Source: an optimization exercise on an open RTL-to-GDS flow (aim: small area). Production flows keep margins and buffers that such runs may drop.
In this exercise RTL edits were held to simulation tests only and were not proved equivalent to the original.
Power is estimated from default activity; no workload was simulated.

==> inputs of run a <==
// regfile_scoreboard
module regfile_scoreboard #(
    parameter int XLEN     = 32,
    parameter int NREGS    = 32,
    parameter int NRD      = 2,
    parameter int BYPASS   = 1,
    parameter int ZERO_REG = 1,
    localparam int AW      = $clog2(NREGS)
) (
    input  logic                 clk,
    input  logic                 rst,
    input  logic [NRD*AW-1:0]    rd_addr,
    output logic [NRD*XLEN-1:0]  rd_data,
    output logic [NRD-1:0]       rd_busy,
    input  logic                 we,
    input  logic [AW-1:0]        wa,
    input  logic [XLEN-1:0]      wd,
    input  logic                 rsv_en,
    input  logic [AW-1:0]        rsv_addr,
    input  logic                 flush,
    output logic                 busy_any
);
==> module regfile_scoreboard, before the edit <==
module regfile_scoreboard #(
    parameter int XLEN     = 32,
    parameter int NREGS    = 32,
    parameter int NRD      = 2,
    parameter int BYPASS   = 1,
    parameter int ZERO_REG = 1,
    localparam int AW      = $clog2(NREGS)
) (
    input  logic                 clk,
    input  logic                 rst,
    input  logic [NRD*AW-1:0]    rd_addr,
    output logic [NRD*XLEN-1:0]  rd_data,
    output logic [NRD-1:0]       rd_busy,
    input  logic                 we,
    input  logic [AW-1:0]        wa,
    input  logic [XLEN-1:0]      wd,
    input  logic                 rsv_en,
    input  logic [AW-1:0]        rsv_addr,
    input  logic                 flush,
    output logic                 busy_any
);
    localparam int R0 = (ZERO_REG != 0) ? 1 : 0;   
    logic [NREGS-1:R0][XLEN-1:0] mem_q;
    logic [NREGS-1:R0] vld_q;
    logic [NREGS-1:R0] busy_q;
    logic [NREGS-1:0] wdec;     
    logic [NREGS-1:0] wsel;     
    logic [NREGS-1:0] rsel;     
    for (genvar r = 0; r < NREGS; r++) begin : g_reg
        assign wdec[r] = we && wa == AW'(r);
        assign rsel[r] = rsv_en && rsv_addr == AW'(r);
        if (r < R0) begin : g_zero
            assign wsel[r] = 1'b0;
        end else begin : g_store
            assign wsel[r] = wdec[r];
            always_ff @(posedge clk) begin
                if (wsel[r]) begin
                    mem_q[r] <= wd;
                end
            end
            always_ff @(posedge clk or negedge rst) begin
                if (!rst) begin
                    vld_q[r]  <= 1'b0;
                    busy_q[r] <= 1'b0;
                end else begin
                    vld_q[r]  <= vld_q[r] | wsel[r];
                    busy_q[r] <= rsel[r] | (busy_q[r] & ~flush & ~wdec[r]);
                end
            end
        end
    end
    for (genvar p = 0; p < NRD; p++) begin : g_rd
        logic [AW-1:0]    a;
        logic [NREGS-1:0] hit;
        logic [NREGS-1:0] dsel;
        logic [NREGS-1:0] bsel;
        logic             byp;
        logic [XLEN-1:0]  d;
        assign a = rd_addr[p*AW +: AW];
        for (genvar r = 0; r < NREGS; r++) begin : g_hit
            assign hit[r] = (r >= R0) && a == AW'(r);
            if (r < R0) begin : g_zero
                assign dsel[r] = 1'b0;
                assign bsel[r] = 1'b0;
            end else if (BYPASS != 0) begin : g_byp
                assign dsel[r] = hit[r] & vld_q[r] & ~wdec[r];
                assign bsel[r] = hit[r] & busy_q[r] & ~wdec[r];
            end else begin : g_nobyp
                assign dsel[r] = hit[r] & vld_q[r];
                assign bsel[r] = hit[r] & busy_q[r];
            end
        end
        assign byp = (BYPASS != 0) && we && wa == a && !(R0 != 0 && a == '0);
        for (genvar b = 0; b < XLEN; b++) begin : g_bit
            logic [NREGS-R0:0] s;
            logic [NREGS-R0:0] v;
            assign s[0] = byp;
            assign v[0] = wd[b];
            for (genvar r = R0; r < NREGS; r++) begin : g_in
                assign s[r-R0+1] = dsel[r];
                assign v[r-R0+1] = mem_q[r][b];
            end
            regfile_scoreboard_sel #(.N(NREGS-R0+1)) u_sel (
                .s(s), .v(v), .y(d[b])
            );
        end
        assign rd_data[p*XLEN +: XLEN] = d;
        assign rd_busy[p]              = |bsel;
    end
    assign busy_any = |busy_q;
endmodule
==> module regfile_scoreboard_sel, before the edit <==
module regfile_scoreboard_sel #(
    parameter int N = 32,
    parameter int G = 3
) (
    input  logic [N-1:0] s,
    input  logic [N-1:0] v,
    output logic         y
);
    localparam int NG = (N + G - 1) / G;
    logic [NG-1:0] grp_n;
    for (genvar g = 0; g < NG; g++) begin : g_grp
        localparam int LO = g * G;
        localparam int W  = (LO + G <= N) ? G : N - LO;
        regfile_scoreboard_aoi #(.W(W)) u_aoi (
            .s(s[LO +: W]), .v(v[LO +: W]), .y_n(grp_n[g])
        );
    end
    assign y = ~&grp_n;
endmodule
==> module regfile_scoreboard_aoi, before the edit <==
module regfile_scoreboard_aoi #(
    parameter int W = 3
) (
    input  logic [W-1:0] s,
    input  logic [W-1:0] v,
    output logic         y_n
);
    assign y_n = ~|(s & v);
endmodule
clock: 6.0 ns
lec_check: 0
cap_margin: 20
core_margin: 2
core_utilization: 60
setup_slack_margin: 0.05
slew_margin: 20
synth_hierarchical: 1
synth_minimum_keep_size: 0
standard.sh (not shown) runs the stock make flow with config.mk's settings and CLKGATE_MAP_FILE= SYNTH_SCRIPT=/design/flow/synth_recipe.tcl, a recipe that flattens the netlist after the stock synthesis.
==> flow/flow/run.sh <==
#!/bin/bash
# Layout flow: the standard ORFS flow (standard.sh), with these changes:
#  - the port buffers are plain buffers (buf_1) instead of the delay cells
#    buffer_ports picks by default,
#  - clock tree synthesis inserts no dummy loads, uses clkbuf_8 buffers and
#    clusters up to 14 flip-flops within 60 um per leaf buffer.
# Everything else, synthesis included, is the standard flow.
set -euo pipefail
export BUFFER_PORTS_ARGS="-buffer_cell sky130_fd_sc_hd__buf_1"
export CTS_ARGS="-sink_clustering_enable -repair_clock_nets -dont_use_dummy_load -buf_list sky130_fd_sc_hd__clkbuf_8 -sink_clustering_size 14 -sink_clustering_max_diameter 60"
bash standard.sh finish > flow_standard.log 2>&1
==> run b: changes against run a <==
==> flow/design.v (replaced) <==
module regfile_scoreboard #(
    parameter int XLEN     = 32,
    parameter int NREGS    = 32,
    parameter int NRD      = 2,
    parameter int BYPASS   = 1,
    parameter int ZERO_REG = 1,
    localparam int AW      = $clog2(NREGS)
) (
    input  logic                 clk,
    input  logic                 rst,
    input  logic [NRD*AW-1:0]    rd_addr,
    output logic [NRD*XLEN-1:0]  rd_data,
    output logic [NRD-1:0]       rd_busy,
    input  logic                 we,
    input  logic [AW-1:0]        wa,
    input  logic [XLEN-1:0]      wd,
    input  logic                 rsv_en,
    input  logic [AW-1:0]        rsv_addr,
    input  logic                 flush,
    output logic                 busy_any
);
    logic [NREGS-1:0][XLEN-1:0] mem_q;
    logic [NREGS-1:0][XLEN-1:0] mem_d;
    logic [NREGS-1:0] busy_q;
    logic [NREGS-1:0] busy_d;
    logic             wr_ok;
    assign wr_ok = we && !(ZERO_REG != 0 && wa == '0);
    always_comb begin
        mem_d = mem_q;
        if (wr_ok) begin
            mem_d[wa] = wd;
        end
    end
    always_comb begin
        busy_d = busy_q;
        for (int r = 0; r < NREGS; r++) begin
            if (rsv_en && rsv_addr == AW'(r)
                && !(ZERO_REG != 0 && r == 0)) begin
                busy_d[r] = 1'b1;
            end else if (flush) begin
                busy_d[r] = 1'b0;
            end else if (we && wa == AW'(r)) begin
                busy_d[r] = 1'b0;
            end
        end
    end
    always_ff @(posedge clk or negedge rst) begin
        if (!rst) begin
            mem_q  <= '0;
            busy_q <= '0;
        end else begin
            mem_q  <= mem_d;
            busy_q <= busy_d;
        end
    end
    for (genvar p = 0; p < NRD; p++) begin : g_rd
        logic [AW-1:0]   a;
        logic [XLEN-1:0] d;
        logic            b;
        assign a = rd_addr[p*AW +: AW];
        always_comb begin
            d = mem_q[a];
            b = busy_q[a];
            if (ZERO_REG != 0 && a == '0) begin
                d = '0;
                b = 1'b0;
            end else if (BYPASS != 0 && we && wa == a) begin
                d = wd;
                b = 1'b0;
            end
        end
        assign rd_data[p*XLEN +: XLEN] = d;
        assign rd_busy[p]              = b;
    end
    assign busy_any = |busy_q;
endmodule
==> flow/run.sh (new file) <==
#!/bin/bash
# synth_recipe.tcl (not shown) runs the flow's synth.tcl, then flattens the netlist and writes it again
# the make line also repeats each setting of config.mk as NAME=value (left out here)
make -C /OpenROAD-flow-scripts/flow DESIGN_CONFIG=/design/flow/config.mk WORK_HOME=/design/flow/orfs CLKGATE_MAP_FILE= SYNTH_SCRIPT=/design/flow/synth_recipe.tcl finish
CORE_UTILIZATION = 40   (was 60)
SETUP_SLACK_MARGIN = default   (was 0.05)
SYNTH_HIERARCHICAL = default   (was 1)
SYNTH_MINIMUM_KEEP_SIZE = default   (was 0)
removed: flow/flow/run.sh
removed: flow/standard.sh
==> run c: changes against run a <==
==> flow/flow/run.sh (replaced) <==
#!/bin/bash
# Layout flow: the standard ORFS flow (standard.sh), with three changes:
#  - the port buffers are plain buffers (buf_2) instead of the delay cells
#    buffer_ports picks by default,
#  - clock tree synthesis inserts no dummy loads and uses clkbuf_8 buffers,
# Everything else, synthesis included, is the standard flow.
set -euo pipefail
export BUFFER_PORTS_ARGS="-buffer_cell sky130_fd_sc_hd__buf_2"
export CTS_ARGS="-sink_clustering_enable -repair_clock_nets -dont_use_dummy_load -buf_list sky130_fd_sc_hd__clkbuf_8"
bash standard.sh finish > flow_standard.log 2>&1
CORE_UTILIZATION = 40   (was 60)
==> run d: changes against run a <==
==> flow/run.sh (new file) <==
#!/bin/bash
# synth_recipe.tcl (not shown) runs the flow's synth.tcl, then flattens the netlist and writes it again
# the make line also repeats each setting of config.mk as NAME=value (left out here)
make -C /OpenROAD-flow-scripts/flow DESIGN_CONFIG=/design/flow/config.mk WORK_HOME=/design/flow/orfs CLKGATE_MAP_FILE= SYNTH_SCRIPT=/design/flow/synth_recipe.tcl finish
CORE_UTILIZATION = 40   (was 60)
removed: flow/flow/run.sh
removed: flow/standard.sh
==> run notes <==
Run d finished with setup timing left. Run c ran to the end with no violations. Run a produced a clean layout. Run b passed the timing, DRC and antenna checks. Against run a, the sequential power of run b is higher by about 20%. Combinational power, highest first: run b, run d, run a, run c. Between run b and run c, the lower sequential share of layout area is in run b (gap 23 points). Final cell count: run b is higher than run a (about 53%). Design area, highest first: run b, run d, run c, run a. Power: run a < run c < run d < run b. Clock skew is the same in run d and run a. In run b the critical path depth is lower than in run c, by 2. Of run b and run d, run b has the higher flip-flop and latch count (gap 1). Setup slack: run a is worse than run b (0.25 ns).

-- what the ideal ports hide --
The results above use ideal ports. As a check the final layouts listed here were re-extracted and re-timed, cells and wires unchanged. Step 1, drivers: a clkbuf_16 drives clk and a buf_2 each remaining input, both assumed. Step 2 moves the port delays by t, midway between the first and last clock arrival at a register: inputs arrive t later, outputs are due t later. That takes back most of the time a late clock gives input paths. a / b / c = no drivers / after step 1 / after step 2; a / b = the first two.
run | t, ns | slack for setup (ns) | worst setup path after step 2 | slew at the worst register clock pin (ns)
run a | 0.784 | 0.100 / 0.068 / 0.068 | input to output | 0.10 / 0.10
run b | 0.814 | 0.348 / 0.324 / 0.324 | input to output | 0.07 / 0.07
run c | 0.891 | 0.331 / 0.311 / 0.311 | input to output | 0.07 / 0.07
run d | 0.766 | -0.001 / -0.027 / -0.027 | input to output | 0.07 / 0.07
The setup slack of run a, which loses most, moves by -0.032 ns with the drivers and by -0.032 ns with both steps.
